Context: an optimization exercise on an open-source flow, tuned for small area, a short achievable clock period and few clock cycles per item. The choices shown serve that exercise and are no tape-out recipe. Power figures rest on the tool's default switching activity, not on a simulated workload.

rev 12:
Design des_core, start of the top module:
module des_core
(
	input  logic        clk,
	input  logic        rst,
	input  logic        i_start,
	input  logic        i_mode,
	input  logic [63:0] i_key,
	input  logic [63:0] i_block,
	output logic        o_valid,
	output logic [63:0] o_block
);
	logic       act;
	logic       vld;
	logic [3:0] cnt;
	logic       mode_q;
	logic       act_next;
	logic       vld_next;
	logic       mode_next;
	logic       one_next;
	logic       sel_l1, sel_l2, sel_r1, sel_r2;
	assign vld_next  = act && !vld && (cnt == 4'd15);
	assign act_next  = act ? !vld : i_start;
	assign mode_next = act ? mode_q : i_mode;
	assign one_next  = !act || (cnt == 4'd6) || (cnt == 4'd13) || (cnt == 4'd14);
	always_ff @(posedge clk or posedge rst)
	begin
		if (rst)
		begin
			act    <= 1'b0;
			vld    <= 1'b0;
			sel_l1 <= 1'b0;
			sel_l2 <= 1'b0;
			sel_r1 <= 1'b0;
			sel_r2 <= 1'b0;
		end
		else
		begin
			act    <= act_next;
			vld    <= vld_next;
			sel_l1 <= act_next && !mode_next && one_next;
			sel_l2 <= act_next && !mode_next && !one_next;
			sel_r1 <= act_next && mode_next && one_next;
			sel_r2 <= act_next && mode_next && !one_next;
		end
	end
	always_ff @(posedge clk)
	begin
		mode_q <= mode_next;
		cnt    <= act ? cnt + 4'd1 : 4'd0;
	end
	logic [55:0] pc1_key;
	logic [55:0] cd;
	logic [55:0] cd_next;
	logic [27:0] c;
	logic [27:0] d;
	logic [47:0] subkey;
	always_comb
	begin
  ...
==> flow/config.mk <==
export PLATFORM = sky130hd
export DESIGN_NAME = des_core
export DESIGN_NICKNAME = des_core
export VERILOG_FILES = /design/flow/design.v
export SDC_FILE = /design/flow/constraint.sdc
export NUM_CORES = 4
export LEC_CHECK = 0
export CAP_MARGIN = 20
export CORE_MARGIN = 2
export CORE_UTILIZATION = 55
export CTS_BUF_LIST = sky130_fd_sc_hd__clkbuf_4 sky130_fd_sc_hd__clkbuf_8
export SETUP_SLACK_MARGIN = 1.5
export SLEW_MARGIN = 20
==> flow/constraint.sdc <==
create_clock -name core_clock -period 4.0 [get_ports {clk}]
set_input_delay 0.8000 -clock core_clock [delete_from_list [all_inputs] [get_ports {clk}]]
set_output_delay 0.8000 -clock core_clock [all_outputs]
set_load 0.01 [all_outputs]
standard.sh (not shown) runs the stock make flow with config.mk's settings and CLKGATE_MAP_FILE= SYNTH_SCRIPT=/design/flow/synth_recipe.tcl, a recipe that flattens the netlist after the stock synthesis.
==> flow/flow/run.sh <==
#!/bin/bash
# Own layout flow: the standard ORFS flow with two changes.
#  1. Synthesis: ORFS's synthesis script unchanged, but with an area-oriented ABC
#     script (flow/abc_map.script) and without the half/full-adder extraction.
#     a222oi is not used: its pins are hard to reach for the router.
#  2. Port buffers: buffer_ports uses the smallest buffer (buf_1).
# Every tool's output goes to the ORFS logs under orfs/logs and to flow_*.log here.
set -euo pipefail
WORK=$(pwd)
R=$WORK/orfs/results/$FLOW_PLATFORM/des_core/base

# private copy of the ORFS scripts folder for synthesis, with our ABC script
rm -rf "$WORK/synth_scripts"
cp -r "$FLOW_HOME/scripts" "$WORK/synth_scripts"
cp "$WORK/flow/abc_map.script" "$WORK/synth_scripts/abc_area.script"
sed -i 's/^set lib_dont_use_args ""$/set lib_dont_use_args "-dont_use sky130_fd_sc_hd__a222oi_1"/' \
	"$WORK/synth_scripts/synth_preamble.tcl"
grep -q 'a222oi' "$WORK/synth_scripts/synth_preamble.tcl"

SCRIPTS_DIR="$WORK/synth_scripts" ABC_AREA=1 ADDER_MAP_FILE= \
	bash standard.sh synth > "$WORK/flow_synth.log" 2>&1

BUFFER_PORTS_ARGS="-buffer_cell sky130_fd_sc_hd__buf_1" \
	bash standard.sh > "$WORK/flow_layout.log" 2>&1
==> flow/flow/abc_map.script <==
strash; &get -n; &fraig -x; &put; dc2; strash; &get -n; &dch -f; &nf -R 1000; &put
Input changes introduced in rev 13 (baseline for comparison: rev 12):
- SETUP_SLACK_MARGIN: 1.5 -> 1.9
### Flow results
The via count in rev 13 sits about 13% above the value recorded for rev 12. Compared with rev 12, power in the clock group in rev 13 increased by more than 10%. Between rev 12 and rev 13, the insertion delay to the later sink of the worst-skew pair does not differ in any meaningful way. Status | rev 13 and rev 12 | clean. Setup slack | rev 13 above rev 12. Diff rev 12 -> rev 13: routed wirelength normalized by instance count rose by about 20%; total routed wirelength rose by 9400 µm; worst reg-to-reg path cell count rose by 2.
Function was not checked in any run of this note: the RTL went through the layout flow alone.

==> static timing again, ports no longer ideal <==
Ports are ideal in the flow. The routed layouts listed here were re-timed in OpenROAD. Step 1, drivers: a clkbuf_16 drives clk and a buf_2 each remaining input, both assumed. Step 2 adds t to the input delays and takes it off the output delays; t is the mean of the earliest and latest rising clock arrival at the registers after step 1. Input paths then give back, and output paths get back, about the clock's delay inside the block. a / b / c = ideal / step 1 / step 2; a / b = the first two.
| run | t, ns | setup slack, ns | hold slack, ns | worst setup path at the end |
|---|---|---|---|---|
| rev 12 | 0.518 | 1.556 / 1.571 / 1.052 | 0.149 / 0.124 / 0.482 | input to register |
| rev 13 | 0.529 | 1.621 / 1.574 / 1.351 | 0.139 / 0.112 / 0.479 | input to register |
After both steps setup and hold are still met in every run listed. The setup slack of rev 12, which loses most, moves by +0.015 ns with the drivers and by -0.504 ns with both steps.
